What follows belongs to an exercise in optimizing a design on an open flow for a short achievable clock period and few clock cycles; a production flow would make more cautious choices. Only simulation tests tie the RTL to the original design; equivalence was not proved. No run shown here takes its clock network from TritonCTS; it comes from the design's own scripts or RTL. The clock port is modelled as an ideal driver, which makes a skipped or thinned clock tree look cheaper than it is; a real chip needs a root buffer or a tree. Power and IR drop assume default switching activity.

File: flow/flow/run.sh
#!/bin/bash
# The standard ORFS layout (standard.sh), with these changes to how it works:
# - timing repair aims 7 ns below the 10 ns clock (SETUP_SLACK_MARGIN; the SDC
#   is unchanged, the margin only sets how far repair_timing goes);
# - the clock tree is built by flow/mycts.tcl (through the PRE_CTS_TCL hook):
#   four root buffers at the clock port, each driving leaf buffers over
#   balanced clusters of about 18 flip-flops, instead of TritonCTS's deeper tree.
set -uo pipefail
here=$(pwd)
export SETUP_SLACK_MARGIN=7.0
export PRE_CTS_TCL=$here/flow/pre_cts.tcl
export MYCTS_PER_LEAF=18
bash standard.sh > make_flow.log 2>&1
File: flow/flow/pre_cts.tcl
# PRE_CTS hook: build the clock tree here (mycts.tcl), then make the flow's
# own clock_tree_synthesis call a no-op. The rest of the CTS step (placement
# legalisation, timing repair) runs as usual.
source [file join [file dirname [info script]] mycts.tcl]
set ::mycts_iters 0
mycts_build $::env(MYCTS_PER_LEAF) 4
set_propagated_clock [all_clocks]
rename clock_tree_synthesis ""
proc clock_tree_synthesis {args} { puts "clock_tree_synthesis skipped: tree built by mycts" }
File: flow/standard.sh
#!/bin/bash
# synth_recipe.tcl (not shown) runs the flow's synth.tcl, then flattens the netlist and writes it again
# the make line also repeats each setting of config.mk as NAME=value (left out here)
make -C /OpenROAD-flow-scripts/flow DESIGN_CONFIG=/design/flow/config.mk WORK_HOME=/design/flow/orfs CLKGATE_MAP_FILE= SYNTH_SCRIPT=/design/flow/synth_recipe.tcl "${@:-finish}"
File: flow/design.v
`default_nettype none
package cpu_pkg;
    typedef logic [31:0] word_t;      
    typedef logic [31:0] addr_t;      
    typedef logic [4:0]  reg_idx_t;   
    localparam logic [5:0] OP_RTYPE = 6'h00;
    localparam logic [5:0] OP_J     = 6'h02;
    localparam logic [5:0] OP_BEQ   = 6'h04;
    localparam logic [5:0] OP_BNE   = 6'h05;
    localparam logic [5:0] OP_ADDIU = 6'h09;
    localparam logic [5:0] OP_ORI   = 6'h0d;
    localparam logic [5:0] OP_LW    = 6'h23;
    localparam logic [5:0] OP_SW    = 6'h2b;
    localparam logic [5:0] FN_ADDU = 6'h21;
    localparam logic [5:0] FN_SUBU = 6'h23;
    localparam logic [5:0] FN_AND  = 6'h24;
    localparam logic [5:0] FN_OR   = 6'h25;
    localparam logic [5:0] FN_SLT  = 6'h2a;
    localparam logic [31:0] RESET_PC = 32'h0000_0000;   
endpackage
`default_nettype wire
`default_nettype none
import cpu_pkg::*;
module fetch_stage (
    input  cpu_pkg::word_t ins,
    input  cpu_pkg::addr_t pc,            
    input  cpu_pkg::addr_t pc_plus4,
    output logic [4:0]  rs,
    output logic [4:0]  rt,
    output logic [4:0]  dst,
    output logic        wr,               
    output logic        uses_rs,
    output logic        uses_rt_e,        
    output logic        lw,
    output logic        lw0,              
    output logic        sw,
    output logic        beq,
    output logic        bne,
    output logic        j,
    output logic        addiu,
    output logic        br_r0,            
    output logic        use_imm,
    output logic [31:0] imm,              
    output logic [31:0] sx,               
    output logic [4:0]  alu_op,           
    output logic        pred,             
    output logic        redirect,         
    output cpu_pkg::addr_t target         
);
    logic [5:0] op, fn;
    logic [4:0] rd;
    assign op = ins[31:26];
    assign fn = ins[5:0];
    assign rs = ins[25:21];
    assign rt = ins[20:16];
    assign rd = ins[15:11];
    logic is_r, r_add, r_sub, r_and, r_or, r_slt, r_ok;
    logic ori;
    assign is_r  = (op == OP_RTYPE);
    assign r_add = is_r && fn == FN_ADDU;
    assign r_sub = is_r && fn == FN_SUBU;
    assign r_and = is_r && fn == FN_AND;
    assign r_or  = is_r && fn == FN_OR;
    assign r_slt = is_r && fn == FN_SLT;
    assign r_ok  = r_add | r_sub | r_and | r_or | r_slt;
    assign addiu = (op == OP_ADDIU);
    assign ori   = (op == OP_ORI);
    assign lw    = (op == OP_LW);
    assign sw    = (op == OP_SW);
    assign beq   = (op == OP_BEQ);
    assign bne   = (op == OP_BNE);
    assign j     = (op == OP_J);
    assign lw0   = lw && rs == 5'd0;
    assign br_r0 = (beq | bne) && rt == 5'd0;
    assign dst       = r_ok ? rd : rt;
    assign wr        = (r_ok | addiu | ori | lw) && dst != 5'd0;
    assign uses_rs   = r_ok | addiu | ori | lw | sw | beq | bne;
    assign uses_rt_e = r_ok | beq | bne;
    assign use_imm   = addiu | ori | lw | sw;
    assign sx        = {{16{ins[15]}}, ins[15:0]};
    assign imm       = ori ? {16'h0000, ins[15:0]} : sx;
    assign alu_op    = {r_slt, r_or | ori, r_and, r_sub, r_add | addiu | lw | sw};
    assign pred     = beq ? (rs == rt || ins[15]) : (rs != rt);
    assign redirect = j | ((beq | bne) & pred);
    logic [16:0] lo, lo_p, lo_cn;
    logic [13:0] pc_hi, hi_inc, hi_dec, hi_c1, hi_c0, j_hi;
    ks_add #(.W(17), .SUB(1'b0), .CIN(1'b1)) u_lo (
        .x({1'b0, pc[17:2]}), .y({1'b0, ins[15:0]}), .s(lo), .p0(lo_p), .cn(lo_cn));
    assign pc_hi  = pc[31:18];
    assign hi_inc = pc_hi + 14'd1;
    assign hi_dec = pc_hi - 14'd1;
    assign j_hi   = {pc_plus4[31:28], ins[25:16]};
    assign hi_c1  = j ? j_hi : ins[15] ? pc_hi : hi_inc;    
    assign hi_c0  = j ? j_hi : ins[15] ? hi_dec : pc_hi;
    genvar i;
    generate
        for (i = 0; i < 14; i++) begin : g_hi
            logic n1, n0;
            c_nand2 u_1 (.a(lo[16]), .b(hi_c1[i]), .y(n1));
            c_nand2 u_0 (.a(lo_cn[16]), .b(hi_c0[i]), .y(n0));
            c_nand2 u_h (.a(n1), .b(n0), .y(target[i+18]));
        end
        for (i = 0; i < 16; i++) begin : g_lo
            c_mux2 u (.a(lo[i]), .b(ins[i]), .s(j), .y(target[i+2]));
        end
    endgenerate
    assign target[1:0] = pc[1:0];
endmodule
module predict_unit (
    input  logic [5:0] op,
    input  logic [4:0] rs,
    input  logic [4:0] rt,
    input  logic       imm_neg,
    input  logic [4:0] d_dst,       
    input  logic       d_addiu_ok,  
    output logic       pred_z1,
    output logic       pred_z0,
    output logic       redir_z1,
    output logic       redir_z0
);
    logic beq, bne, j, same, loop_hit;
    assign beq      = (op == OP_BEQ);
    assign bne      = (op == OP_BNE);
    assign j        = (op == OP_J);
    assign same     = (rs == rt);
    assign loop_hit = d_addiu_ok && rt == 5'd0 && rs == d_dst;
    assign pred_z1  = beq ? (loop_hit || same || imm_neg) : (!loop_hit && !same);
    assign pred_z0  = beq ? (!loop_hit && (same || imm_neg)) : (loop_hit || !same);
    assign redir_z1 = j || ((beq || bne) && pred_z1);
    assign redir_z0 = j || ((beq || bne) && pred_z0);
endmodule
`default_nettype wire
`default_nettype none
module register_file (
    input  logic        clock,
    input  logic        rst_n,
    input  logic [31:0] rs_sel,
    input  logic [31:0] rt_sel,
    output logic [31:0] rs_data,
    output logic [31:0] rt_data,
    output logic [31:1] valid_next,    
    input  logic [4:0]  write_idx,
    input  logic [31:0] write_data,
    input  logic        write_en
);
    logic [31:1][31:0] regs;
    logic [31:0][31:0] rd;       
    logic [31:1]       valid;
    logic [31:1]       we;
    always_comb begin
        for (int i = 1; i < 32; i++) we[i] = write_en && write_idx == 5'(i);
        valid_next = valid | we;
        rd[0] = write_data;
        for (int i = 1; i < 32; i++) rd[i] = regs[i];
    end
    always_ff @(posedge clock or negedge rst_n) begin
        if (!rst_n) valid <= '0;
        else        valid <= valid_next;
    end
    always_ff @(posedge clock) begin
        for (int i = 1; i < 32; i++)
            if (we[i]) regs[i] <= write_data;
    end
    genvar b, k;
    generate
        for (b = 0; b < 32; b++) begin : g_bit
            logic [15:0] s1, t1;
            logic [3:0]  s2, t2;
            logic [1:0]  s3, t3;
            for (k = 0; k < 16; k++) begin : g_l1
                c_aoi22 u_s (.a1(rs_sel[2*k]), .a2(rd[2*k][b]), .b1(rs_sel[2*k+1]),
                             .b2(rd[2*k+1][b]), .y(s1[k]));
                c_aoi22 u_t (.a1(rt_sel[2*k]), .a2(rd[2*k][b]), .b1(rt_sel[2*k+1]),
                             .b2(rd[2*k+1][b]), .y(t1[k]));
            end
            for (k = 0; k < 4; k++) begin : g_l2
                c_nand4 u_s (.a(s1[4*k]), .b(s1[4*k+1]), .c(s1[4*k+2]), .d(s1[4*k+3]), .y(s2[k]));
                c_nand4 u_t (.a(t1[4*k]), .b(t1[4*k+1]), .c(t1[4*k+2]), .d(t1[4*k+3]), .y(t2[k]));
            end
            for (k = 0; k < 2; k++) begin : g_l3
                c_nor2 u_s (.a(s2[2*k]), .b(s2[2*k+1]), .y(s3[k]));
                c_nor2 u_t (.a(t2[2*k]), .b(t2[2*k+1]), .y(t3[k]));
            end
            c_nand2 u_s (.a(s3[0]), .b(s3[1]), .y(rs_data[b]));
            c_nand2 u_t (.a(t3[0]), .b(t3[1]), .y(rt_data[b]));
        end
    endgenerate
endmodule
`default_nettype wire
`default_nettype none
module c_inv (input logic a, output logic y);
    assign y = ~a;
endmodule
module c_nand2 (input logic a, input logic b, output logic y);
    assign y = ~(a & b);
endmodule
module c_nor2 (input logic a, input logic b, output logic y);
    assign y = ~(a | b);
endmodule
module c_xor2 (input logic a, input logic b, output logic y);
    assign y = a ^ b;
endmodule
module c_xnor2 (input logic a, input logic b, output logic y);
    assign y = ~(a ^ b);
endmodule
module c_andn (input logic a, input logic b, output logic y);
    assign y = ~a & b;
endmodule
module c_orn (input logic a, input logic b, output logic y);
    assign y = ~a | b;
endmodule
module c_aoi21 (input logic a1, input logic a2, input logic b, output logic y);
    assign y = ~((a1 & a2) | b);
endmodule
module c_oai21 (input logic a1, input logic a2, input logic b, output logic y);
    assign y = ~((a1 | a2) & b);
endmodule
module c_aoi22 (input logic a1, input logic a2, input logic b1, input logic b2,
                output logic y);
    assign y = ~((a1 & a2) | (b1 & b2));
endmodule
module c_aoi222 (input logic a1, input logic a2, input logic b1, input logic b2,
                 input logic c1, input logic c2, output logic y);
    assign y = ~((a1 & a2) | (b1 & b2) | (c1 & c2));
endmodule
module c_nand3 (input logic a, input logic b, input logic c, output logic y);
    assign y = ~(a & b & c);
endmodule
module c_nand4 (input logic a, input logic b, input logic c, input logic d, output logic y);
    assign y = ~(a & b & c & d);
endmodule
module c_nor4 (input logic a, input logic b, input logic c, input logic d, output logic y);
    assign y = ~(a | b | c | d);
endmodule
module c_mux2 (input logic a, input logic b, input logic s, output logic y);
    assign y = s ? b : a;
endmodule
module ks_add #(
    parameter int W   = 32,
    parameter bit SUB = 1'b0,
    parameter bit CIN = SUB,
    parameter bit INV = 1'b0
) (
    input  logic [W-1:0] x,
    input  logic [W-1:0] y,
    output logic [W-1:0] s,
    output logic [W-1:0] p0,
    output logic [W-1:0] cn
);
    logic [W-1:0] g0, t0;
    genvar i;
    generate
        for (i = 0; i < W; i++) begin : g_pg
            if (INV && !SUB) begin : g_ia            
                c_nor2  u_g (.a(x[i]), .b(y[i]), .y(g0[i]));
                c_nand2 u_t (.a(x[i]), .b(y[i]), .y(t0[i]));
                c_xor2  u_p (.a(x[i]), .b(y[i]), .y(p0[i]));
            end else if (INV && SUB) begin : g_is    
                c_andn  u_g (.a(x[i]), .b(y[i]), .y(g0[i]));
                c_orn   u_t (.a(x[i]), .b(y[i]), .y(t0[i]));
                c_xnor2 u_p (.a(x[i]), .b(y[i]), .y(p0[i]));
            end else if (!SUB) begin : g_ta          
                c_nand2 u_g (.a(x[i]), .b(y[i]), .y(g0[i]));
                c_nor2  u_t (.a(x[i]), .b(y[i]), .y(t0[i]));
                c_xor2  u_p (.a(x[i]), .b(y[i]), .y(p0[i]));
            end else begin : g_ts                    
                c_orn   u_g (.a(x[i]), .b(y[i]), .y(g0[i]));
                c_andn  u_t (.a(x[i]), .b(y[i]), .y(t0[i]));
                c_xnor2 u_p (.a(x[i]), .b(y[i]), .y(p0[i]));
            end
        end
    endgenerate
    ks_core #(.W(W), .CIN(CIN), .G0INV(!INV)) u_core (.g0(g0), .t0(t0), .p0(p0), .s(s), .cn(cn));
endmodule
module ks_core #(
    parameter int W     = 32,
    parameter bit CIN   = 1'b0,
    parameter bit G0INV = 1'b1
) (
    input  logic [W-1:0] g0,
    input  logic [W-1:0] t0,
    input  logic [W-1:0] p0,
    output logic [W-1:0] s,
    output logic [W-1:0] cn
);
    localparam int L = (W <= 2) ? 1 : (W <= 4) ? 2 : (W <= 8) ? 3 : (W <= 16) ? 4 : (W <= 32) ? 5 : 6;
    logic [L:0][W-1:0] gg;
    logic [L:0][W-1:0] tt;
    genvar i, k;
    generate
        for (i = 0; i < W; i++) begin : g_l0
            if (i == 0 && CIN) begin : g_cin
                assign gg[0][i] = t0[i];
            end else begin : g_nocin
                assign gg[0][i] = g0[i];
            end
            assign tt[0][i] = t0[i];
        end
        for (k = 1; k <= L; k++) begin : g_lvl
            localparam int  D      = 1 << (k - 1);
            localparam bit  IN_INV = G0INV ^ ((k - 1) % 2 == 1);   
            for (i = 0; i < W; i++) begin : g_bit
                if (i >= D) begin : g_node
                    if (!IN_INV) begin : g_t2i      
                        c_aoi21 u_g (.a1(tt[k-1][i]), .a2(gg[k-1][i-D]), .b(gg[k-1][i]),
                                     .y(gg[k][i]));
                        if (i >= 2 * D) begin : g_t
                            c_nand2 u_t (.a(tt[k-1][i]), .b(tt[k-1][i-D]), .y(tt[k][i]));
                        end else begin : g_not
                            assign tt[k][i] = 1'b0;
                        end
                    end else begin : g_i2t           
                        c_oai21 u_g (.a1(tt[k-1][i]), .a2(gg[k-1][i-D]), .b(gg[k-1][i]),
                                     .y(gg[k][i]));
                        if (i >= 2 * D) begin : g_t
                            c_nor2 u_t (.a(tt[k-1][i]), .b(tt[k-1][i-D]), .y(tt[k][i]));
                        end else begin : g_not
                            assign tt[k][i] = 1'b0;
                        end
                    end
                end else begin : g_pass
                    c_inv u_g (.a(gg[k-1][i]), .y(gg[k][i]));
                    assign tt[k][i] = 1'b0;
                end
            end
        end
        localparam bit OUT_INV = G0INV ^ (L % 2 == 1);
        if (CIN) begin : g_s0c
            c_inv u_s0 (.a(p0[0]), .y(s[0]));
        end else begin : g_s0
            assign s[0] = p0[0];
        end
        assign cn[0] = 1'b0;
        for (i = 1; i < W; i++) begin : g_sum
            if (OUT_INV) begin : g_inv
                assign cn[i] = gg[L][i-1];
                c_xnor2 u_s (.a(p0[i]), .b(gg[L][i-1]), .y(s[i]));
            end else begin : g_true
                c_inv u_c (.a(gg[L][i-1]), .y(cn[i]));
                c_xor2 u_s (.a(p0[i]), .b(gg[L][i-1]), .y(s[i]));
            end
        end
    endgenerate
endmodule
module execute_stage (
    input  logic [31:0] e_a,           
    input  logic [31:0] e_b,           
    input  logic [31:0] e_t,           
    input  logic [31:0] m_res,         
    input  logic [31:0] m_res2,        
    input  logic [31:0] ld,            
    input  logic [31:0] w_val,         
    input  logic [31:0] m_n,           
    input  logic [31:0] m_la,
    input  logic [31:0] m_ls,
    input  logic [31:0] m_lr,
    input  logic        m_sltb,
    input  logic [6:0]  fa,            
    input  logic [6:0]  fb,            
    input  logic [7:0]  fx,            
    input  logic [3:0]  ft,            
    input  logic [4:0]  op_n,
    input  logic [6:0]  op_l,
    input  logic [1:0]  op_ll,
    input  logic        addr_l,        
    input  logic        sl_a,          
    output logic [31:0] result,        
    output logic [31:0] s_la,          
    output logic [31:0] s_ls,          
    output logic [31:0] s_lr,          
    output logic        slt_l,         
    output logic [31:0] addr,          
    output logic [31:0] rt_val         
);
    logic [31:0] a, b, x;
    logic [31:0] s_add, s_sub;
    logic [31:0] p_add, p_sub, p_la, p_ls, p_lr;
    logic [31:0] c_add, c_sub, c_la, c_ls, c_lr;
    genvar i;
    generate
        for (i = 0; i < 32; i++) begin : g_fwd
            logic a0, a1, a2, a3, b0, b1, b2, b3, x0, x1, x2, x3, t0, t1;
            c_aoi22 u_a0 (.a1(fa[0]), .a2(e_a[i]), .b1(fa[1]), .b2(m_n[i]), .y(a0));
            c_aoi22 u_a1 (.a1(fa[2]), .a2(m_la[i]), .b1(fa[3]), .b2(m_ls[i]), .y(a1));
            c_aoi22 u_a2 (.a1(fa[4]), .a2(m_lr[i]), .b1(fa[6]), .b2(w_val[i]), .y(a2));
            c_aoi22 u_b0 (.a1(fb[0]), .a2(e_b[i]), .b1(fb[1]), .b2(m_n[i]), .y(b0));
            c_aoi22 u_b1 (.a1(fb[2]), .a2(m_la[i]), .b1(fb[3]), .b2(m_ls[i]), .y(b1));
            c_aoi22 u_b2 (.a1(fb[4]), .a2(m_lr[i]), .b1(fb[6]), .b2(w_val[i]), .y(b2));
            c_aoi22 u_x0 (.a1(fx[0]), .a2(e_a[i]), .b1(fx[1]), .b2(e_b[i]), .y(x0));
            c_aoi22 u_x1 (.a1(fx[2]), .a2(m_n[i]), .b1(fx[3]), .b2(m_la[i]), .y(x1));
            c_aoi22 u_x2 (.a1(fx[4]), .a2(m_ls[i]), .b1(fx[5]), .b2(m_lr[i]), .y(x2));
            if (i == 0) begin : g_m0
                c_nand2 u_a3 (.a(fa[5]), .b(m_sltb), .y(a3));
                c_nand2 u_b3 (.a(fb[5]), .b(m_sltb), .y(b3));
                c_aoi22 u_x3 (.a1(fx[6]), .a2(m_sltb), .b1(fx[7]), .b2(w_val[i]), .y(x3));
                c_nand4 u_a (.a(a0), .b(a1), .c(a2), .d(a3), .y(a[i]));
                c_nand4 u_b (.a(b0), .b(b1), .c(b2), .d(b3), .y(b[i]));
            end else begin : g_mn
                c_nand2 u_x3 (.a(fx[7]), .b(w_val[i]), .y(x3));
                c_nand3 u_a (.a(a0), .b(a1), .c(a2), .y(a[i]));
                c_nand3 u_b (.a(b0), .b(b1), .c(b2), .y(b[i]));
            end
            c_nand4 u_x (.a(x0), .b(x1), .c(x2), .d(x3), .y(x[i]));
            c_aoi22  u_t0 (.a1(ft[0]), .a2(e_t[i]), .b1(ft[3]), .b2(w_val[i]), .y(t0));
            c_aoi22  u_t1 (.a1(ft[1]), .a2(m_res2[i]), .b1(ft[2]), .b2(ld[i]), .y(t1));
            c_nand2  u_t  (.a(t0), .b(t1), .y(rt_val[i]));
        end
    endgenerate
    ks_add #(.W(32), .SUB(1'b0)) u_add (.x(a),  .y(b),  .s(s_add), .p0(p_add), .cn(c_add));
    ks_add #(.W(32), .SUB(1'b1)) u_sub (.x(a),  .y(b),  .s(s_sub), .p0(p_sub), .cn(c_sub));
    logic [31:0] l_nand, l_nor, l_orn, l_andn;
    generate
        for (i = 0; i < 32; i++) begin : g_lpg
            c_nand2 u_a (.a(ld[i]), .b(x[i]), .y(l_nand[i]));
            c_nor2  u_o (.a(ld[i]), .b(x[i]), .y(l_nor[i]));
            c_orn   u_g (.a(ld[i]), .b(x[i]), .y(l_orn[i]));
            c_andn  u_t (.a(ld[i]), .b(x[i]), .y(l_andn[i]));
            c_xor2  u_p (.a(ld[i]), .b(x[i]), .y(p_la[i]));
            c_inv   u_q (.a(p_la[i]), .y(p_ls[i]));
        end
    endgenerate
    assign p_lr = p_ls;
    ks_core #(.W(32), .CIN(1'b0), .G0INV(1'b1)) u_la (.g0(l_nand), .t0(l_nor), .p0(p_la),
                                                      .s(s_la), .cn(c_la));
    ks_core #(.W(32), .CIN(1'b1), .G0INV(1'b1)) u_ls (.g0(l_orn), .t0(l_andn), .p0(p_ls),
                                                      .s(s_ls), .cn(c_ls));
    ks_core #(.W(32), .CIN(1'b1), .G0INV(1'b0)) u_lr (.g0(l_andn), .t0(l_orn), .p0(p_lr),
                                                      .s(s_lr), .cn(c_lr));
    logic en_n;
    assign en_n  = op_n[4] & ~p_add[31];
    assign slt_l = p_la[31] ? (sl_a ? ld[31] : x[31]) : (sl_a ? c_ls[31] : c_lr[31]);
    logic addr_ln;
    c_inv u_aln (.a(addr_l), .y(addr_ln));
    generate
        for (i = 0; i < 32; i++) begin : g_res
            logic y_n, y_e, m_l, m_n;
            c_aoi22 u_yn  (.a1(op_n[0]), .a2(s_add[i]), .b1(op_n[1]), .b2(s_sub[i]), .y(y_n));
            if (i == 0) begin : g_b0
                logic y_sn;
                assign y_e = ~((op_n[2] & a[i] & b[i]) | (op_n[3] & (a[i] | b[i])) |
                               (op_l[3] & ~l_nand[i]) | (op_l[4] & ~l_nor[i]) |
                               (op_n[4] & p_add[31] & a[31]));
                c_nand2 u_ysn (.a(en_n), .b(c_sub[31]), .y(y_sn));
                c_nand3 u_r   (.a(y_n), .b(y_e), .c(y_sn), .y(result[i]));
            end else begin : g_bn
                assign y_e = ~((op_n[2] & a[i] & b[i]) | (op_n[3] & (a[i] | b[i])) |
                               (op_l[3] & ~l_nand[i]) | (op_l[4] & ~l_nor[i]) |
                               (op_ll[0] & ld[i-1]));
                c_nand2 u_r (.a(y_n), .b(y_e), .y(result[i]));
            end
            c_nand2 u_ml (.a(addr_l), .b(s_la[i]), .y(m_l));
            c_nand2 u_mn (.a(addr_ln), .b(s_add[i]), .y(m_n));
            c_nand2 u_m  (.a(m_l), .b(m_n), .y(addr[i]));
        end
    endgenerate
endmodule
module kind_logic (
    input  logic       only_a,    
    input  logic       only_b,    
    input  logic       op_add,
    input  logic       op_sub,
    input  logic       op_slt,
    output logic [4:0] kind
);
    logic one;
    assign one  = only_a | only_b;
    assign kind = {one & op_slt, only_b & op_sub, only_a & op_sub, one & op_add,
                   !(one & (op_slt | op_sub | op_add))};
endmodule
module m_select (
    input  logic [7:0][4:0] kind,    
    input  logic [31:0] r_n,
    input  logic [31:0] r_la,
    input  logic [31:0] r_ls,
    input  logic [31:0] r_lr,
    input  logic        r_slt,
    output logic [31:0] v,
    output logic [31:0] v2
);
    genvar i;
    generate
        for (i = 0; i < 32; i++) begin : g_b
            logic y0, y1;
            c_aoi22 u_0 (.a1(kind[i/4][0]), .a2(r_n[i]), .b1(kind[i/4][1]), .b2(r_la[i]), .y(y0));
            c_aoi22 u_1 (.a1(kind[i/4][2]), .a2(r_ls[i]), .b1(kind[i/4][3]), .b2(r_lr[i]), .y(y1));
            if (i == 0) begin : g_0
                logic y2;
                c_nand2 u_2 (.a(kind[0][4]), .b(r_slt), .y(y2));
                c_nand3 u_v  (.a(y0), .b(y1), .c(y2), .y(v[i]));
                c_nand3 u_v2 (.a(y0), .b(y1), .c(y2), .y(v2[i]));
            end else begin : g_n
                c_nand2 u_v  (.a(y0), .b(y1), .y(v[i]));
                c_nand2 u_v2 (.a(y0), .b(y1), .y(v2[i]));
            end
        end
    endgenerate
endmodule
module sum_is_zero (
    input  logic [31:0] a,
    input  logic [31:0] b,
    output logic        z
);
    logic [31:0] x, o, e;
    logic [15:0] l1;
    logic [7:0]  l2;
    logic [3:0]  l3;
    logic [1:0]  l4;
    genvar i;
    generate
        for (i = 0; i < 32; i++) begin : g_e
            c_xor2 u_x (.a(a[i]), .b(b[i]), .y(x[i]));
            logic on;
            c_nor2 u_on (.a(a[i]), .b(b[i]), .y(on));
            c_inv  u_o  (.a(on), .y(o[i]));
            if (i == 0) begin : g_0
                assign e[i] = x[i];
            end else begin : g_i
                c_xor2 u_e (.a(x[i]), .b(o[i-1]), .y(e[i]));
            end
        end
        for (i = 0; i < 16; i++) begin : g_l1
            c_nor2 u (.a(e[2*i]), .b(e[2*i+1]), .y(l1[i]));
        end
        for (i = 0; i < 8; i++) begin : g_l2
            c_nand2 u (.a(l1[2*i]), .b(l1[2*i+1]), .y(l2[i]));
        end
        for (i = 0; i < 4; i++) begin : g_l3
            c_nor2 u (.a(l2[2*i]), .b(l2[2*i+1]), .y(l3[i]));
        end
        for (i = 0; i < 2; i++) begin : g_l4
            c_nand2 u (.a(l3[2*i]), .b(l3[2*i+1]), .y(l4[i]));
        end
    endgenerate
    c_nor2 u_z (.a(l4[0]), .b(l4[1]), .y(z));
endmodule
module cmp_half32 (
    input  logic [31:0] a,
    input  logic [31:0] b,
    output logic [3:0][1:0] half    
);
    logic [31:0] x;
    logic [15:0] l1;
    logic [7:0]  l2;
    logic [3:0]  l3;
    genvar i;
    generate
        for (i = 0; i < 32; i++) begin : g_x
            c_xnor2 u (.a(a[i]), .b(b[i]), .y(x[i]));
        end
        for (i = 0; i < 16; i++) begin : g_l1
            c_nand2 u (.a(x[2*i]), .b(x[2*i+1]), .y(l1[i]));
        end
        for (i = 0; i < 8; i++) begin : g_l2
            c_nor2 u (.a(l1[2*i]), .b(l1[2*i+1]), .y(l2[i]));
        end
        for (i = 0; i < 4; i++) begin : g_l3
            c_nand2 u (.a(l2[2*i]), .b(l2[2*i+1]), .y(l3[i]));
        end
        for (i = 0; i < 8; i++) begin : g_l4
            c_nor2 u (.a(l3[2*(i%2)]), .b(l3[2*(i%2)+1]), .y(half[i/2][i%2]));
        end
    endgenerate
endmodule
module cmp_eq32 (
    input  logic [31:0] a,
    input  logic [31:0] b,
    output logic        eq,
    output logic        ne
);
    logic [31:0] x;
    logic [15:0] l1;
    logic [7:0]  l2;
    logic [3:0]  l3;
    logic [1:0]  l4;
    genvar i;
    generate
        for (i = 0; i < 32; i++) begin : g_x
            c_xnor2 u (.a(a[i]), .b(b[i]), .y(x[i]));           
        end
        for (i = 0; i < 16; i++) begin : g_l1
            c_nand2 u (.a(x[2*i]), .b(x[2*i+1]), .y(l1[i]));    
        end
        for (i = 0; i < 8; i++) begin : g_l2
            c_nor2 u (.a(l1[2*i]), .b(l1[2*i+1]), .y(l2[i]));   
        end
        for (i = 0; i < 4; i++) begin : g_l3
            c_nand2 u (.a(l2[2*i]), .b(l2[2*i+1]), .y(l3[i]));  
        end
        for (i = 0; i < 2; i++) begin : g_l4
            c_nor2 u (.a(l3[2*i]), .b(l3[2*i+1]), .y(l4[i]));   
        end
    endgenerate
    c_nand2 u_ne (.a(l4[0]), .b(l4[1]), .y(ne));
    c_inv   u_eq (.a(ne), .y(eq));
endmodule
module branch_check (
    input  logic [31:0] e_a,
    input  logic [31:0] e_b,
    input  logic [31:0] m_res,
    input  logic [31:0] ld,
    input  logic [31:0] w_val,
    input  logic [5:0]  sel_eq,
    input  logic [5:0]  sel_ne,
    input  logic        sel_same,
    input  logic [2:0]  x_sel,
    input  logic        sel_l_eq,
    input  logic        sel_l_ne,
    output logic [7:0]  mis_if_leq,
    output logic [7:0]  mis_if_lne,
    output logic [7:0]  mis_if_leq_n,
    output logic [7:0]  mis_if_lne_n,
    output logic [7:0]  eq_l,
    output logic [7:0]  ne_l
);
    logic [5:0]  eq, ne;
    logic [31:0] x;
    logic [3:0][1:0] half;
    cmp_eq32 u_c0 (.a(e_a),   .b(e_b),   .eq(eq[0]), .ne(ne[0]));
    cmp_eq32 u_c1 (.a(e_a),   .b(m_res), .eq(eq[1]), .ne(ne[1]));
    cmp_eq32 u_c2 (.a(e_a),   .b(w_val), .eq(eq[2]), .ne(ne[2]));
    cmp_eq32 u_c3 (.a(m_res), .b(e_b),   .eq(eq[3]), .ne(ne[3]));
    cmp_eq32 u_c4 (.a(m_res), .b(w_val), .eq(eq[4]), .ne(ne[4]));
    cmp_eq32 u_c5 (.a(w_val), .b(e_b),   .eq(eq[5]), .ne(ne[5]));
    logic keep_eq, keep_ne;    
    assign keep_eq = !(sel_same || sel_l_eq);
    assign keep_ne = !(sel_same || sel_l_ne);
    genvar i;
    generate
        for (i = 0; i < 8; i++) begin : g_early
            logic [5:0] t;
            logic       u0, u1, e_n;
            for (genvar k = 0; k < 6; k++) begin : g_t
                c_aoi22 u (.a1(sel_eq[k]), .a2(eq[k]), .b1(sel_ne[k]), .b2(ne[k]), .y(t[k]));
            end
            c_nand3 u_0 (.a(t[0]), .b(t[1]), .c(t[2]), .y(u0));
            c_nand3 u_1 (.a(t[3]), .b(t[4]), .c(t[5]), .y(u1));
            c_nor2  u_e (.a(u0), .b(u1), .y(e_n));      
            c_nand2 u_q (.a(e_n), .b(keep_eq), .y(mis_if_leq[i]));
            c_nand2 u_r (.a(e_n), .b(keep_ne), .y(mis_if_lne[i]));
            c_inv   u_qn (.a(mis_if_leq[i]), .y(mis_if_leq_n[i]));
            c_inv   u_rn (.a(mis_if_lne[i]), .y(mis_if_lne_n[i]));
        end
    endgenerate
    assign x = ({32{x_sel[0]}} & e_a) | ({32{x_sel[1]}} & e_b) | ({32{x_sel[2]}} & w_val);
    cmp_half32 u_cl (.a(ld), .b(x), .half(half));
    generate
        for (i = 0; i < 8; i++) begin : g_out
            logic eq_n;
            c_nand2 u_ne (.a(half[i/2][0]), .b(half[i/2][1]), .y(ne_l[i]));
            c_nand2 u_en (.a(half[i/2][0]), .b(half[i/2][1]), .y(eq_n));
            c_inv   u_eq (.a(eq_n), .y(eq_l[i]));
        end
    endgenerate
endmodule
`default_nettype wire
`default_nettype none
import cpu_pkg::*;
module processor (
    input  logic  clock,
    input  logic  rst_n,
    output cpu_pkg::addr_t fetch_address,
    input  cpu_pkg::word_t instruction,
    output cpu_pkg::addr_t memory_address,
    output logic  memory_read,
    output logic  memory_write,
    output cpu_pkg::word_t memory_write_data,
    input  cpu_pkg::word_t memory_read_data
);
    logic [31:0] pc;                  
    logic        d_valid;
    logic [4:0]  d_rs, d_rt, d_dst;
    logic        d_wr, d_lw, d_sw, d_beq, d_bne, d_use_imm, d_addiu;
    logic [31:0] d_imm;
    logic [4:0]  d_op;
    logic        d_pred, d_redirect;
    logic [31:0] d_tgt;
    logic [31:0] d_rs_sel, d_rt_sel;   
    logic [31:0] e_a, e_b, e_t;
    logic [6:0]  e_fa, e_fb;
    logic [7:0]  e_fx;
    logic [3:0]  e_ft;
    logic [4:0]  e_op_n;
    logic [6:0]  e_op_l;
    logic [1:0]  e_op_ll;
    logic        e_addr_l;
    logic [7:0][4:0] e_kind;           
    logic        e_sl_a;
    logic        e_wr, e_load, e_store;
    logic [5:0]  e_mis_eq, e_mis_ne;   
    logic        e_mis_same, e_mis_l_eq, e_mis_l_ne;
    logic [2:0]  e_x_sel;
    logic [4:0]  e_dst;
    logic [31:0] e_alt;                
    logic [31:0] m_n, m_la, m_ls, m_lr;             
    logic        m_sltb;
    logic [7:0][4:0] m_kind;                        
    logic [31:0] m_res, m_res2;                     
    logic [31:0] m_addr, m_wdata;
    logic        m_wr, m_load, m_rd, m_store;
    logic [4:0]  m_dst;
    logic [31:0] w_val;                
    logic [31:0] w_rf;                 
    logic        w_wr;
    logic [4:0]  w_dst;
    logic [31:0] pc_plus4;
    assign pc_plus4      = pc + 32'd4;
    logic [31:0] pc_out;               
    assign fetch_address = pc_out;
    logic [4:0]  f_rs, f_rt, f_dst, f_op;
    logic        f_wr, f_uses_rs, f_uses_rt_e, f_lw, f_lw0, f_sw, f_beq, f_bne, f_use_imm;
    logic        f_j, f_addiu, f_br_r0;
    logic [31:0] f_imm, f_sx, f_tgt;
    logic        f_pred_static, f_redirect_static, f_pred, f_redirect;
    fetch_stage fetch_stage_inst (
        .ins       (instruction),
        .pc        (pc),
        .pc_plus4  (pc_plus4),
        .rs        (f_rs),
        .rt        (f_rt),
        .dst       (f_dst),
        .wr        (f_wr),
        .uses_rs   (f_uses_rs),
        .uses_rt_e (f_uses_rt_e),
        .lw        (f_lw),
        .lw0       (f_lw0),
        .sw        (f_sw),
        .beq       (f_beq),
        .bne       (f_bne),
        .j         (f_j),
        .addiu     (f_addiu),
        .br_r0     (f_br_r0),
        .use_imm   (f_use_imm),
        .imm       (f_imm),
        .sx        (f_sx),
        .alu_op    (f_op),
        .pred      (f_pred_static),
        .redirect  (f_redirect_static),
        .target    (f_tgt)
    );
    logic        n_rs_byp, n_rt_byp;
    logic [31:0] n_rs_sel, n_rt_sel;
    logic [31:1] rf_valid_next;
    assign n_rs_byp = m_wr && m_dst == f_rs;
    assign n_rt_byp = m_wr && m_dst == f_rt;
    always_comb begin
        n_rs_sel[0] = n_rs_byp;
        n_rt_sel[0] = n_rt_byp;
        for (int i = 1; i < 32; i++) begin
            n_rs_sel[i] = (f_rs == 5'(i)) && !n_rs_byp && rf_valid_next[i];
            n_rt_sel[i] = (f_rt == 5'(i)) && !n_rt_byp && rf_valid_next[i];
        end
    end
    logic       mispredict;
    logic [7:0] mis_if_leq, mis_if_lne, mis_if_leq_n, mis_if_lne_n;
    logic [7:0] eq_l, ne_l;       
    logic [31:0] rs_val, rt_val_d;
    register_file register_file_inst (
        .clock      (clock),
        .rst_n      (rst_n),
        .rs_sel     (d_rs_sel),
        .rt_sel     (d_rt_sel),
        .rs_data    (rs_val),
        .rt_data    (rt_val_d),
        .valid_next (rf_valid_next),
        .write_idx  (w_dst),
        .write_data (~w_rf),
        .write_en   (w_wr)
    );
    logic e_hit_rs, e_hit_rt;
    logic a_r, a_m, a_l, a_w, b_r, b_m, b_l, b_w;
    assign e_hit_rs = e_wr && e_dst == d_rs;
    assign e_hit_rt = e_wr && e_dst == d_rt;
    assign a_m = e_hit_rs && !e_load;
    assign a_l = e_hit_rs && e_load;
    assign a_w = !e_hit_rs && m_wr && m_dst == d_rs;
    assign a_r = !e_hit_rs && !a_w;
    assign b_m = e_hit_rt && !e_load;
    assign b_l = e_hit_rt && e_load;
    assign b_w = !e_hit_rt && m_wr && m_dst == d_rt;
    assign b_r = !e_hit_rt && !b_w;
    logic bl, only_a, only_b, both_l, none_l;
    logic op_add, op_sub, op_and, op_or, op_slt;
    assign {op_slt, op_or, op_and, op_sub, op_add} = d_op;
    assign bl     = b_l && !d_use_imm;
    assign none_l = !a_l && !bl;
    assign only_a = a_l && !bl;
    assign only_b = !a_l && bl;
    assign both_l = a_l && bl;
    logic [4:0] kind_e;
    assign kind_e = e_kind[0];
    logic [7:0][4:0] kind_d;    
    generate
        for (genvar k = 0; k < 8; k++) begin : g_kind
            kind_logic u (.only_a(only_a), .only_b(only_b), .op_add(op_add), .op_sub(op_sub),
                          .op_slt(op_slt), .kind(kind_d[k]));
        end
    endgenerate
    logic       mis_if_eq, mis_if_ne;
    logic [5:0] pair;
    logic [2:0] x_sel;
    assign pair  = {a_w && b_r,
                    (a_m && b_w) || (a_w && b_m),
                    a_m && b_r,
                    a_r && b_w,
                    a_r && b_m,
                    a_r && b_r};
    assign x_sel = {(a_l && b_w) || (a_w && b_l), a_l && b_r, a_r && b_l};
    assign mis_if_eq = d_valid && (d_beq ? !d_pred : d_bne && d_pred);
    assign mis_if_ne = d_valid && (d_beq ? d_pred : d_bne && !d_pred);
    logic ai_zero, pred_z1, pred_z0, redir_z1, redir_z0;
    sum_is_zero sum_is_zero_inst (.a(rs_val), .b(d_imm), .z(ai_zero));
    predict_unit predict_unit_inst (
        .op         (instruction[31:26]),
        .rs         (f_rs),
        .rt         (f_rt),
        .imm_neg    (instruction[15]),
        .d_dst      (d_dst),
        .d_addiu_ok (d_valid && d_addiu && d_wr && a_r),
        .pred_z1    (pred_z1),
        .pred_z0    (pred_z0),
        .redir_z1   (redir_z1),
        .redir_z0   (redir_z0)
    );
    logic ai_nz, pq1, pq0, rq1, rq0;
    c_inv   u_nz  (.a(ai_zero), .y(ai_nz));
    c_nand2 u_pq1 (.a(ai_zero), .b(pred_z1), .y(pq1));
    c_nand2 u_pq0 (.a(ai_nz), .b(pred_z0), .y(pq0));
    c_nand2 u_pr  (.a(pq1), .b(pq0), .y(f_pred));
    c_nand2 u_rq1 (.a(ai_zero), .b(redir_z1), .y(rq1));
    c_nand2 u_rq0 (.a(ai_nz), .b(redir_z0), .y(rq0));
    c_nand2 u_rr  (.a(rq1), .b(rq0), .y(f_redirect));
    logic [31:0] pc_seq, pc_alt;
    assign pc_seq = !rst_n ? RESET_PC : (d_valid && d_redirect) ? d_tgt : pc_plus4;
    assign pc_alt = !rst_n ? RESET_PC : e_alt;
    always_ff @(posedge clock or negedge rst_n) begin
        if (!rst_n) begin
            d_valid <= 1'b0;
        end else begin
            d_valid <= !mispredict;
        end
    end
    logic [31:0] pc_next, pc_out_next;
    genvar gi;
    generate
        for (gi = 0; gi < 32; gi++) begin : g_pc
            logic p1, p0, n1, n0;
            logic q1a, q1s, q0a, q0s;
            c_nand2 u_q1a (.a(mis_if_leq[gi / 4]), .b(pc_alt[gi]), .y(q1a));
            c_nand2 u_q1s (.a(mis_if_leq_n[gi / 4]), .b(pc_seq[gi]), .y(q1s));
            c_nand2 u_p1  (.a(q1a), .b(q1s), .y(p1));
            c_nand2 u_q0a (.a(mis_if_lne[gi / 4]), .b(pc_alt[gi]), .y(q0a));
            c_nand2 u_q0s (.a(mis_if_lne_n[gi / 4]), .b(pc_seq[gi]), .y(q0s));
            c_nand2 u_p0  (.a(q0a), .b(q0s), .y(p0));
            c_nand2 u_1 (.a(eq_l[gi / 4]), .b(p1), .y(n1));
            c_nand2 u_0 (.a(ne_l[gi / 4]), .b(p0), .y(n0));
            c_nand2 u_p (.a(n1), .b(n0), .y(pc_next[gi]));
            c_nand2 u_o (.a(n1), .b(n0), .y(pc_out_next[gi]));
        end
    endgenerate
    always_ff @(posedge clock) begin
        pc     <= pc_next;
        pc_out <= pc_out_next;
    end
    always_ff @(posedge clock) begin
        d_rs       <= f_rs;
        d_rt       <= f_rt;
        d_dst      <= f_dst;
        d_wr       <= f_wr;
        d_lw       <= f_lw;
        d_sw       <= f_sw;
        d_beq      <= f_beq;
        d_bne      <= f_bne;
        d_addiu    <= f_addiu;
        d_use_imm  <= f_use_imm;
        d_imm      <= f_imm;
        d_op       <= f_op;
        d_pred     <= f_pred;
        d_redirect <= f_redirect;
        d_tgt      <= f_tgt;
        d_rs_sel   <= n_rs_sel;
        d_rt_sel   <= n_rt_sel;
    end
    always_ff @(posedge clock or negedge rst_n) begin
        if (!rst_n) begin
            e_wr    <= 1'b0;
            e_load  <= 1'b0;
            e_store <= 1'b0;
        end else begin
            e_wr    <= d_valid && d_wr;
            e_load  <= d_valid && d_lw;
            e_store <= d_valid && d_sw;
        end
    end
    always_ff @(posedge clock) begin
        e_a        <= rs_val;
        e_b        <= d_use_imm ? d_imm : rt_val_d;
        e_t        <= rt_val_d;
        e_fa       <= a_l ? 7'd0 : {a_w, {5{a_m}} & kind_e, a_r};
        e_fb       <= d_use_imm ? 7'd1 : b_l ? 7'd0 : {b_w, {5{b_m}} & kind_e, b_r};
        e_fx       <= only_a ? {!d_use_imm && b_w, {5{!d_use_imm && b_m}} & kind_e,
                                d_use_imm || b_r, 1'b0}
                             : only_b ? {a_w, {5{a_m}} & kind_e, 1'b0, a_r} : 8'd0;
        e_ft       <= {b_w, b_l, b_m, b_r};
        e_op_n     <= {5{none_l}} & d_op;
        e_op_l     <= {only_a && op_slt, only_b && op_slt,
                       ((only_a || only_b) && op_or) || (both_l && (op_and || op_or)),
                       (only_a || only_b) && op_and, only_b && op_sub, only_a && op_sub,
                       (only_a || only_b) && op_add};
        e_op_ll    <= {1'b0, both_l && op_add};    
        e_addr_l   <= only_a;
        e_kind     <= kind_d;
        e_sl_a     <= only_a;
        e_mis_eq   <= {6{mis_if_eq}} & pair;
        e_mis_ne   <= {6{mis_if_ne}} & pair;
        e_x_sel    <= x_sel;
        e_mis_l_eq <= mis_if_eq && (|x_sel);
        e_mis_l_ne <= mis_if_ne && (|x_sel);
        e_mis_same <= mis_if_eq && ((a_m && b_m) || (a_l && b_l) || (a_w && b_w));
        e_dst      <= d_dst;
        e_alt      <= d_pred ? pc_plus4 : d_tgt;
    end
    logic [31:0] alu_result, alu_la, alu_ls, alu_lr, alu_addr, rt_fwd;
    logic        alu_slt_l;
    m_select m_select_inst (
        .kind  (m_kind),
        .r_n   (m_n),
        .r_la  (m_la),
        .r_ls  (m_ls),
        .r_lr  (m_lr),
        .r_slt (m_sltb),
        .v     (m_res),
        .v2    (m_res2)
    );
    execute_stage execute_stage_inst (
        .e_a    (e_a),
        .e_b    (e_b),
        .e_t    (e_t),
        .m_res  (m_res),
        .ld     (memory_read_data),
        .w_val  (w_val),
        .fa     (e_fa),
        .fb     (e_fb),
        .fx     (e_fx),
        .ft     (e_ft),
        .op_n   (e_op_n),
        .op_l   (e_op_l),
        .op_ll  (e_op_ll),
        .addr_l (e_addr_l),
        .m_res2 (m_res2),
        .m_n    (m_n),
        .m_la   (m_la),
        .m_ls   (m_ls),
        .m_lr   (m_lr),
        .m_sltb (m_sltb),
        .sl_a   (e_sl_a),
        .result (alu_result),
        .s_la   (alu_la),
        .s_ls   (alu_ls),
        .s_lr   (alu_lr),
        .slt_l  (alu_slt_l),
        .addr   (alu_addr),
        .rt_val (rt_fwd)
    );
    branch_check branch_check_inst (
        .e_a        (e_a),
        .e_b        (e_b),
        .m_res      (m_res2),
        .ld         (memory_read_data),
        .w_val      (w_val),
        .sel_eq     (e_mis_eq),
        .sel_ne     (e_mis_ne),
        .sel_same   (e_mis_same),
        .x_sel      (e_x_sel),
        .sel_l_eq   (e_mis_l_eq),
        .sel_l_ne   (e_mis_l_ne),
        .mis_if_leq (mis_if_leq),
        .mis_if_lne (mis_if_lne),
        .mis_if_leq_n (mis_if_leq_n),
        .mis_if_lne_n (mis_if_lne_n),
        .eq_l       (eq_l),
        .ne_l       (ne_l)
    );
    assign mispredict = eq_l[0] ? mis_if_leq[0] : mis_if_lne[0];
    always_ff @(posedge clock or negedge rst_n) begin
        if (!rst_n) begin
            m_wr    <= 1'b0;
            m_load  <= 1'b0;
            m_store <= 1'b0;
        end else begin
            m_wr    <= e_wr;
            m_load  <= e_load;
            m_store <= e_store;
        end
    end
    always_ff @(posedge clock) begin
        m_n     <= alu_result;
        m_la    <= alu_la;
        m_ls    <= alu_ls;
        m_lr    <= alu_lr;
        m_sltb  <= alu_slt_l;
        m_kind  <= e_kind;
        m_addr  <= alu_addr;
        m_rd    <= e_load;
        m_wdata <= rt_fwd;
        m_dst   <= e_dst;
    end
    assign memory_address    = m_addr;
    assign memory_read       = m_rd;
    assign memory_write      = m_store;
    assign memory_write_data = m_wdata;
    always_ff @(posedge clock or negedge rst_n) begin
        if (!rst_n) begin
            w_wr <= 1'b0;
        end else begin
            w_wr <= m_wr;
        end
    end
    logic [31:0] w_val_in, w_rf_in;
    generate
        for (gi = 0; gi < 32; gi++) begin : g_wv
            c_mux2 u_v (.a(m_res2[gi]), .b(memory_read_data[gi]), .s(m_load), .y(w_val_in[gi]));
            c_inv  u_r (.a(w_val_in[gi]), .y(w_rf_in[gi]));
        end
    endgenerate
    always_ff @(posedge clock) begin
        w_val <= w_val_in;
        w_rf  <= w_rf_in;
        w_dst <= m_dst;
    end
endmodule
`default_nettype wire
File: flow/flow/mycts.tcl
set ::mycts_nmid 0
set ::mycts_iters 0
# Two-level clock tree: leaf clkbuf_16s over grid clusters of flops,
# NROOT root clkbuf_16s each driving a group of leaves, fed by the clock port.
proc mycts_build { {per_leaf 30} {nroot 4} {bufname sky130_fd_sc_hd__clkbuf_16} } {
  set block [ord::get_db_block]
  set db [ord::get_db]
  set master [$db findMaster $bufname]
  set clk_bterm [$block findBTerm clock]
  set clk_net [$clk_bterm getNet]
  # sinks: all instance pins on the clock net
  set sinks {}
  foreach it [$clk_net getITerms] {
    set inst [$it getInst]
    set bb [$inst getBBox]
    set x [expr {([$bb xMin] + [$bb xMax]) / 2}]
    set y [expr {([$bb yMin] + [$bb yMax]) / 2}]
    lappend sinks [list $it $x $y]
  }
  set n [llength $sinks]
  set nleaf [expr {int(ceil(double($n) / $per_leaf))}]
  # grid: ncol columns, nrow rows, ncol*nrow >= nleaf
  set ncol [expr {int(round(sqrt($nleaf)))}]
  if {$ncol < 1} { set ncol 1 }
  set nrow [expr {int(ceil(double($nleaf) / $ncol))}]
  set sx [lsort -integer -index 1 $sinks]
  set clusters {}
  set percol [expr {double($n) / $ncol}]
  for {set c 0} {$c < $ncol} {incr c} {
    set lo [expr {int(round($c * $percol))}]
    set hi [expr {int(round(($c + 1) * $percol)) - 1}]
    set col [lsort -integer -index 2 [lrange $sx $lo $hi]]
    set m [llength $col]
    set perrow [expr {double($m) / $nrow}]
    for {set r 0} {$r < $nrow} {incr r} {
      set lo2 [expr {int(round($r * $perrow))}]
      set hi2 [expr {int(round(($r + 1) * $perrow)) - 1}]
      if {$hi2 >= $lo2} { lappend clusters [lrange $col $lo2 $hi2] }
    }
  }
  # refine with k-means (Lloyd), keeping the grid clusters as the start
  set cent {}
  foreach cl $clusters {
    set sxs 0; set sys 0
    foreach s $cl { set sxs [expr {$sxs + [lindex $s 1]}]; set sys [expr {$sys + [lindex $s 2]}] }
    lappend cent [list [expr {$sxs / [llength $cl]}] [expr {$sys / [llength $cl]}]]
  }
  set K [llength $cent]
  for {set iter 0} {$iter < $::mycts_iters} {incr iter} {
    set new [lrepeat $K {}]
    foreach s $sinks {
      set bx [lindex $s 1]; set by [lindex $s 2]
      set best 0; set bd 1e30
      for {set j 0} {$j < $K} {incr j} {
        set c [lindex $cent $j]
        set d [expr {abs($bx - [lindex $c 0]) + abs($by - [lindex $c 1])}]
        if {$d < $bd} { set bd $d; set best $j }
      }
      lset new $best [concat [lindex $new $best] [list $s]]
    }
    set cent {}
    set clusters {}
    foreach cl $new {
      if {[llength $cl] == 0} continue
      set sxs 0; set sys 0
      foreach s $cl { set sxs [expr {$sxs + [lindex $s 1]}]; set sys [expr {$sys + [lindex $s 2]}] }
      lappend cent [list [expr {$sxs / [llength $cl]}] [expr {$sys / [llength $cl]}]]
      lappend clusters $cl
    }
    set K [llength $cent]
  }
  # leaves
  set leaves {}
  set k 0
  foreach cl $clusters {
    set sxs 0; set sys 0
    foreach s $cl { set sxs [expr {$sxs + [lindex $s 1]}]; set sys [expr {$sys + [lindex $s 2]}] }
    set cx [expr {$sxs / [llength $cl]}]; set cy [expr {$sys / [llength $cl]}]
    set inst [odb::dbInst_create $block $master "clkleaf_$k"]
    $inst setLocation $cx $cy
    $inst setPlacementStatus PLACED
    $inst setSourceType TIMING
    set net [odb::dbNet_create $block "clknet_leaf_$k"]
    $net setSigType CLOCK
    [$inst findITerm X] connect $net
    foreach s $cl {
      set it [lindex $s 0]
      $it disconnect
      $it connect $net
    }
    lappend leaves [list $inst $cx $cy]
    incr k
  }
  # optional middle level: NMID buffers, each driving a grid group of leaves
  if {$::mycts_nmid > 0} {
    set mids {}
    set lx [lsort -integer -index 1 $leaves]
    set nl [llength $lx]
    set mc [expr {int(round(sqrt($::mycts_nmid)))}]
    set mr [expr {$::mycts_nmid / $mc}]
    set perc [expr {double($nl) / $mc}]
    set mi 0
    for {set c 0} {$c < $mc} {incr c} {
      set lo [expr {int(round($c * $perc))}]
      set hi [expr {int(round(($c + 1) * $perc)) - 1}]
      set col [lsort -integer -index 2 [lrange $lx $lo $hi]]
      set m [llength $col]
      set perr [expr {double($m) / $mr}]
      for {set q 0} {$q < $mr} {incr q} {
        set lo2 [expr {int(round($q * $perr))}]
        set hi2 [expr {int(round(($q + 1) * $perr)) - 1}]
        set grp [lrange $col $lo2 $hi2]
        if {[llength $grp] == 0} continue
        set sxs 0; set sys 0
        foreach l $grp { set sxs [expr {$sxs + [lindex $l 1]}]; set sys [expr {$sys + [lindex $l 2]}] }
        set cx [expr {$sxs / [llength $grp]}]; set cy [expr {$sys / [llength $grp]}]
        set inst [odb::dbInst_create $block $master "clkmid_$mi"]
        $inst setLocation $cx $cy
        $inst setPlacementStatus PLACED
        $inst setSourceType TIMING
        set net [odb::dbNet_create $block "clknet_mid_$mi"]
        $net setSigType CLOCK
        [$inst findITerm X] connect $net
        foreach l $grp { [[lindex $l 0] findITerm A] connect $net }
        lappend mids [list $inst $cx $cy]
        incr mi
      }
    }
    set leaves $mids
  }
  # roots: split leaves into nroot groups (columns of leaves sorted by x, then y)
  set lx [lsort -integer -index 1 $leaves]
  set nl [llength $lx]
  set rc [expr {int(round(sqrt($nroot)))}]
  set rr [expr {$nroot / $rc}]
  set perc [expr {double($nl) / $rc}]
  set r 0
  for {set c 0} {$c < $rc} {incr c} {
    set lo [expr {int(round($c * $perc))}]
    set hi [expr {int(round(($c + 1) * $perc)) - 1}]
    set col [lsort -integer -index 2 [lrange $lx $lo $hi]]
    set m [llength $col]
    set perr [expr {double($m) / $rr}]
    for {set q 0} {$q < $rr} {incr q} {
      set lo2 [expr {int(round($q * $perr))}]
      set hi2 [expr {int(round(($q + 1) * $perr)) - 1}]
      set grp [lrange $col $lo2 $hi2]
      set sxs 0; set sys 0
      foreach l $grp { set sxs [expr {$sxs + [lindex $l 1]}]; set sys [expr {$sys + [lindex $l 2]}] }
      set cx [expr {$sxs / [llength $grp]}]; set cy [expr {$sys / [llength $grp]}]
      set inst [odb::dbInst_create $block $master "clkroot_$r"]
      $inst setLocation $cx $cy
      $inst setPlacementStatus PLACED
      $inst setSourceType TIMING
      set net [odb::dbNet_create $block "clknet_root_$r"]
      $net setSigType CLOCK
      [$inst findITerm X] connect $net
      foreach l $grp { [[lindex $l 0] findITerm A] connect $net }
      [$inst findITerm A] connect $clk_net
      incr r
    }
  }
  $clk_net setSigType CLOCK
  puts "mycts: $n sinks, [llength $leaves] leaves, $r roots"
}
File: flow/config.mk
export PLATFORM = sky130hd
export DESIGN_NAME = processor
export DESIGN_NICKNAME = processor
export VERILOG_FILES = /design/flow/design.v
export SDC_FILE = /design/flow/constraint.sdc
export NUM_CORES = 8
export LEC_CHECK = 0
export CAP_MARGIN = 20
export CORE_MARGIN = 2
export CORE_UTILIZATION = 50
export SLEW_MARGIN = 20
export SYNTH_HIERARCHICAL = 1
export SYNTH_MINIMUM_KEEP_SIZE = 0
File: flow/constraint.sdc
create_clock -name core_clock -period 10.0 [get_ports {clock}]
set_input_delay 2.0000 -clock core_clock [delete_from_list [all_inputs] [get_ports {clock}]]
set_output_delay 2.0000 -clock core_clock [all_outputs]
set_load 0.01 [all_outputs]
==> out/qor.yml, run 1 <==
critical_path:
  cpLargestDelayFamily: "simple AND/OR/NAND/NOR gates"
  cp_num_buf_inv: 7
  reg2reg_slack_ns: 6.74
  r2r_end: "pc_out[10]$_DFF_P_"
  worstPathArrival_ns: 3.82
  required_ns: 10.56
  worstPathCellList: "a22oi_2 > nand2_2 > buf_6 > xnor2_1 > nand2_1 > nor2_2 > nand2_2 > nor2_4 > buf_12 > nand2_8 > clkinvlp_4 > buf_6 > buf_6 > a22oi_2 > nand3_2 > nor2_4 > buf_12 > nand2_8 > inv_8 > nand2_2 > nand2_1 > nand2_1 > nand2_1"
  reg2reg_from: "m_kind[35]$_DFF_P_"
  criticalPathCategory: "register to register"
  max_stage_delay_ns: 0.39
  crit_top_cell: "nand2_1"
  cp_slowest_cell: "dfxtp_4"
  cp_max_fo: 5
  cp-end-kind: "register"
  critPathLaunchType: "register"
  r2r_cells: 23
routing:
  vias_per_cell: 6.67
  vias: 76800
  antenna_left: 0
  drc: 0
  finalWirelength_mm: 401
  dr.pass1.iters: 21
  initialDrtViolationCount: 10000
  wl_per_cell_um: 34.8
final_layout:
  area_growth_pct: 17.4
  layout.nets: 9082
  largest_register_ffs: 992
  reg_top3: "register_file_inst.regs (992), e_kind (33), m_kind (33)"
  regMostFlops: "register_file_inst.regs"
  fin_util_pct: 59.1
  drive_gt1_share_pct: 42.0
sta:
  period_share_pct: 32.6
  fin_setup_tns_ns: 0
  skew_ns: 0.111
  fin_ws_ns: 6.74
  setup_viol: 0
  rsz0062_at_grt: "yes"
  hold_viol: 0
  timing_worst_slew_pin_value_ns: 1.13
  slew_headroom_pct: 24.5
  fmax_mhz: 307
  period_minus_slack_ns: 3.26
  drv_slew: 0
worst_hold_path:
  holdPathEnd: "m_kind[30]$_DFF_P_"
  hold_path_startpoint: "e_kind[30]$_DFF_P_"
  whs_path_depth: 0
  min_path_type: "register to register"
run_status:
  outcome: "timing/DRC/antenna clean"
power:
  irDropWorstVdd_uv: 222
  p_int_uw: 10200
  comb_power_share_pct: 12.5
  p_switching_uw: 3610
  sw_frac_of_total_pct: 26.1
  p_clk_share_pct: 30.2
  leakage_uw: 0.0386
  powerDensity_nw_per_um2: 125
  pwr-share-seq_pct: 57.4
place:
  gp_congestion: 1.01
  pre_cts_ws_ns: 5.09
  io_buffers: 163
  dpl.hpwl_mm: 270
die:
  rows: 159
  core_area_sq_um: 188000
  die_w_um: 439
  chipHeight_um: 439
  dieArea_sq_um: 192000
  initial_utilization_pct: 50.3
  pin_count: 164
grt:
  grt-ovfl-total: 0
  grt_pass1_wl_mm: 550
  grt_pass1_vias: 73700
  antenna_found_initial: 15
  grt_max_degree: 64
  grt_usage_pct: 39.7
clock_network:
  clk_pin_slew_worst_paths_ns: 0.10
  clock_latency_ns: 0.71
synthesis:
  synth.avg_cell_area_sq_um: 11.2
  ys_warn_count: 8
  synth_cells: 8416
  synthesis.area_sq_um: 94500
run:
  drv_cap: 0
-- power groups by stage --
stage          clock, uW  sequential, uW  combinational (uW)
3_3_place_gp           0            8090                1360
5_1_grt             4430            7940                1800
4_1_cts             4200            7930                1560
6_report            4170            7930                1720
2_1_floorplan          0            8050                 811
3_5_place_dp           0            8090                1360
-- stage by stage --
| stage | power (uW) | cell area [sq um] | std cells | hold slack, ns |
|---|---|---|---|---|
| after floorplan | 8860 | 95400 | 8417 | 0.310 |
| after global placement | 9440 | 101000 | 11100 | 0.311 |
| after detailed placement | 9450 | 101000 | 11100 | 0.312 |
| after CTS | 13700 | 108000 | 11400 | 0.321 |
| after global routing | 14200 | 111000 | 11500 | 0.326 |
| final | 13800 | 111000 | 11500 | 0.315 |
-- how the worst max path moves through the flow --
stage	startpoint	to	cells after the start
floorplan	instruction[19]	d_redirect$_DFF_P_	8
global placement	memory_read_data[22]	d_valid$_DFF_PN0_	9
detailed placement	memory_read_data[22]	d_valid$_DFF_PN0_	9
CTS	m_addr[16]$_DFF_P_	memory_address[16]	1
global route	m_kind[35]$_DFF_P_	pc_out[10]$_DFF_P_	23
finish	m_kind[35]$_DFF_P_	pc_out[10]$_DFF_P_	23
-- metal layers --
| layer | vias up | wire [um] | GRT usage (%) |
|---|---|---|---|
| met4 | 6 | 24400 | 19.3 |
| li1 | 32400 | - | - |
| met3 | 1009 | 44900 | 10.3 |
| met5 | - | 43 | 0 |
| met1 | 38600 | 161000 | 53.7 |
| met2 | 4737 | 170000 | 59.3 |
-- repair_timing --
item / 4_1_cts / 5_1_grt
setup endpoints to repair: 471 / 421
gates cloned: 8 / 9
pin swaps: 134 / 167
endpoints found under the hold margin: 0 / 0
hold buffers: 0 / 0
setup buffers: 135 / 119
resized for setup: 1510 / 513
-- final cells by class, without the clock buffers --
type / count / area, sq um
tap: 2495 / 3120
multi-input combinational: 6035 / 50600
timing repair buffer: 617 / 6310
fill: 15700 / 76900
inverter: 477 / 2270
antenna: 10 / 25.0
sequential: 1772 / 46000
timing repair inverter: 1 / 8.76
-- layout by cell type, fill, tap and decap left out, drive strengths merged, types with 141 or more instances in the layout --
cell / instances
xnor2: 334
nor2: 722
nand2: 1204
edfxtp: 992
inv: 440
o21ai: 429
nand3: 141
buf: 587
dfxtp: 741
nand4: 310
a21oi: 381
xor2: 329
a22oi: 1521
Testbench counts, summed over its fixed seeds: cycles 34,950.
==> run 2, diff against run 1 <==
==> flow/flow/run.sh (replaced) <==
#!/bin/bash
# The standard ORFS layout (standard.sh), with these changes to how it works:
# - timing repair aims 6.8 ns below the 10 ns clock (SETUP_SLACK_MARGIN; the SDC
#   is unchanged, the margin only sets how far repair_timing goes);
# - the clock tree is built by flow/mycts.tcl (through the PRE_CTS_TCL hook):
#   four root buffers at the clock port, each driving four middle buffers,
#   each driving leaf buffers over balanced clusters of about 14 flip-flops,
#   instead of TritonCTS's tree.
set -uo pipefail
here=$(pwd)
export SETUP_SLACK_MARGIN=6.8
export PRE_CTS_TCL=$here/flow/pre_cts.tcl
export MYCTS_PER_LEAF=14
export MYCTS_NMID=16
bash standard.sh > make_flow.log 2>&1
--- a/flow/flow/pre_cts.tcl
+++ b/flow/flow/pre_cts.tcl
@@ -3,6 +3,7 @@
 # legalisation, timing repair) runs as usual.
 source [file join [file dirname [info script]] mycts.tcl]
 set ::mycts_iters 0
+set ::mycts_nmid $::env(MYCTS_NMID)
 mycts_build $::env(MYCTS_PER_LEAF) 4
 set_propagated_clock [all_clocks]
 rename clock_tree_synthesis ""
==> run 2 against run 1 <==
Net effect:
- still clean on timing, DRC and antenna
- clock skew shrank 0.0035 ns
- clock power rose by 26%
- cell count is 1.2% lower
- critical path depth down 10
- wire length is 3.3% lower
- flip-flop and latch count did not move
- synthesized cell count unchanged
- combinational power shrank 13%
- critical path type unchanged
- largest cell class unchanged
==> out/qor.yml, run 2 <==
run_status:
  outcome: "timing/DRC/antenna clean"
routing:
  drc: 0  # unchanged
  antenna_left: 0  # unchanged
  met1_length_mm: 158  # -2.3%
  met3_wirelength_mm: 41.9  # -6.7%
  wl_met2_mm: 166  # -2.6%
  wl_per_cell_um: 34.1  # -2.1%
  dr.pass1.iters: 19  # -9.5%
  vias: 75700  # -1.4%
  top_layer_used: "met5"
  finalWirelength_mm: 388  # -3.3%
  vias_per_cell: 6.66  # -0.13%
  initialDrtViolationCount: 9359  # -6.7%
place:
  dp_cells: 11100  # +0.072%
  io_buffers: 163  # unchanged
  gp_congestion: 1.04  # +2.8%
  dpl-instance-area_sq_um: 100000  # -0.68%
  dpl.hpwl_mm: 262  # -3.1%
grt:
  antenna_found_initial: 17  # +2
  grt-ovfl-total: 0  # unchanged
  grt_max_degree: 64  # unchanged
  grt_pass1_vias: 72900  # -1.1%
  grt_pass1_wl_mm: 540  # -1.9%
  grt_usage_pct: 38.8  # -0.91 points
synthesis:
  synth.avg_cell_area_sq_um: 11.2  # unchanged
  synth_cells: 8416  # unchanged
  synthesis.area_sq_um: 94500  # unchanged
  ys_warn_count: 8  # unchanged
critical_path:
  criticalPathCategory: "register to register"
  reg2reg_slack_ns: 6.71  # -0.03 ns
  cp-end-kind: "register"
  cp_max_fo: 32  # +27
  required_ns: 10.52  # -0.04 ns
  critPathLaunchType: "register"
  r2r_end: "m_n[22]$_DFF_P_"
  worstPathArrival_ns: 3.82  # about the same
  critPathLaunch: "e_fb[3]$_SDFF_PP0_"
  r2r_cells: 13  # -43%
  reg2reg_from: "e_fb[3]$_SDFF_PP0_"
die:
  initial_utilization_pct: 50.3  # unchanged
  chipHeight_um: 439  # unchanged
  pin_count: 164  # unchanged
  dieArea_sq_um: 192000  # unchanged
  core_area_sq_um: 188000  # unchanged
  die_w_um: 439  # unchanged
  rows: 159  # unchanged
clock_network:
  hold_buffers: 0  # unchanged
  clock_latency_ns: 0.65  # -0.06 ns
  clk_pin_slew_worst_paths_ns: 0.07  # -0.03 ns
worst_hold_path:
  min_path_type: "register to register"
  hold_path_startpoint: "e_kind[17]$_DFF_P_"
  holdPathEnd: "m_kind[17]$_DFF_P_"
  whs_path_depth: 0  # unchanged
final_layout:
  drive_gt1_share_pct: 36.2  # -5.8 points
  layout.nets: 8941  # -1.6%
  reg_top3: "register_file_inst.regs (992), e_kind (33), m_kind (33)"
  layout.cells.non_filler: 11400  # -1.2%
  regMostFlops: "register_file_inst.regs"
  final_cell_area_sq_um: 107000  # -3.4%
  largest_register_ffs: 992  # unchanged
  area_growth_pct: 13.4
  layout_common_cells: "a22oi_2 (1521), nand2_1 (1109), edfxtp_1 (992), dfxtp_1 (582), nor2_1 (514)"
  final_common_cell: "a22oi_2"
power:
  sw_frac_of_total_pct: 25.5  # -0.67 points
  pwr-share-seq_pct: 54.0  # -3.4 points
  irDropWorstVdd_uv: 116  # -48%
  leakage_uw: 0.0372  # -3.5%
  p_int_uw: 11000  # +7.2%
  powerDensity_nw_per_um2: 137  # +10%
  p_clk_share_pct: 35.8  # +5.6 points
  comb_power_share_pct: 10.2  # -2.3 points
  p_switching_uw: 3740  # +3.6%
sta:
  fmax_mhz: 304  # -0.93%
  period_minus_slack_ns: 3.29  # +0.0307 ns
  skew_ns: 0.108  # -0.00353 ns
  hold_viol: 0  # unchanged
  drv_slew: 0  # unchanged
  timing_worst_slew_pin_value_ns: 1.13  # -0.00371 ns
  fin_setup_tns_ns: 0  # unchanged
  period_share_pct: 32.9  # +0.31 points
  setup_viol: 0  # unchanged
  slew_headroom_pct: 24.8  # +0.25 points
  rsz0062_at_grt: "yes"
run:
  drv_cap: 0  # unchanged
run 2: cell count changes in the layout (fill, tap and decap cells not counted), sizes merged:
cell	delta
clkdlybuf4s50	+1
dlygate4sd2	+40
bufbuf	-2
diode	-1
clkbuf	+39
inv	-1
nand3	-2
clkdlybuf4s15	+35
dlymetal6s2s	+3
buf	-255
clkdlybuf4s18	+1
run 2: layout make-up, without the clock buffers:
cell class | instances | area, sq um
fill | 16000 | 80600
multi-input combinational | 6033 | 48200
sequential | 1772 | 45800
timing repair buffer | 431 | 3900
tap | 2495 | 3120
inverter | 477 | 2240
antenna | 9 | 22.5
run 2: what timing repair did:
item                       in CTS  in global routing
setup buffers                  38                 34
resized for setup             914                326
setup endpoints to repair     439                248
pin swaps                      47                 61
cloned                          0                  2
run 2: worst max path at each step:
stage                              end  cells after the start
floorplan           d_redirect$_DFF_P_                      8
finish                 m_n[22]$_DFF_P_                     13
detailed placement  m_addr[13]$_DFF_P_                     10
global placement    m_addr[13]$_DFF_P_                     10
CTS                 m_addr[28]$_DFF_P_                     10
global route        m_addr[26]$_DFF_P_                     10
run 2: power by group through the flow:
| stage | clock network [uW] | logic [uW] | registers [uW] |
|---|---|---|---|
| global route | 5580 | 1570 | 7940 |
| detailed placement | 0 | 1330 | 8090 |
| global placement | 0 | 1320 | 8090 |
| CTS | 5320 | 1390 | 7930 |
| finish | 5270 | 1490 | 7940 |
| floorplan | 0 | 794 | 8050 |
run 2: critical path: stages (launching register included):
cell and delay [ns]:
dfxtp_2 0.33, buf_8 0.37, a22oi_2 0.09, nand4_1 0.16, buf_12 0.15, nand2_1 0.07
o21ai_1 0.33, inv_1 0.13, o21ai_2 0.34, inv_1 0.27, o21ai_2 0.29, xor2_1 0.31
a22oi_2 0.17, nand2_1 0.21
run 2: metrics by stage:
| stage | setup WS (ns) | power, uW | utilization, % | hold slack (ns) |
|---|---|---|---|---|
| after floorplan | 6.61 | 8850 | - | 0.310 |
| after global placement | 5.00 | 9410 | 53.5 | 0.311 |
| after CTS | 6.78 | 14600 | 56.4 | 0.265 |
| final | 6.71 | 14700 | 57.1 | 0.257 |
| after global routing | 6.68 | 15100 | 57.1 | 0.281 |
| after detailed placement | 5.12 | 9420 | 53.5 | 0.312 |
run 2: per-layer routing:
| metal | up-vias | track usage (%) |
|---|---|---|
| met5 | - | 0 |
| met4 | 8 | 18.8 |
| met3 | 981 | 8.84 |
| met2 | 4574 | 58.0 |
| met1 | 38100 | 53.3 |
| li1 | 32100 | - |

port drivers added, routing unchanged:
How much do the figures lean on ideal ports? The routed layouts below were timed once more, with nothing changed but the port constraints.
Step 1, drivers: a clkbuf_16 drives clock and a buf_2 each remaining input, both assumed.
Step 2 moves the port delays by t, midway between the first and last clock arrival at a register: inputs arrive t later, outputs are due t later. That takes back most of the time a late clock gives input paths.
Three values: ideal, step 1, step 2; two values: the first two.
run	shift t [ns]	slack for setup (ns)	clock arrival spread, ns
run 1	0.845	6.738 / 6.592 / 6.243	0.117 / 0.117
run 2	0.779	6.707 / 6.641 / 6.080	0.111 / 0.110
After both steps setup and hold are still met in every run listed. For run 2, which loses most, drivers alone change the setup slack by -0.066 ns; drivers and shift together by -0.627 ns.
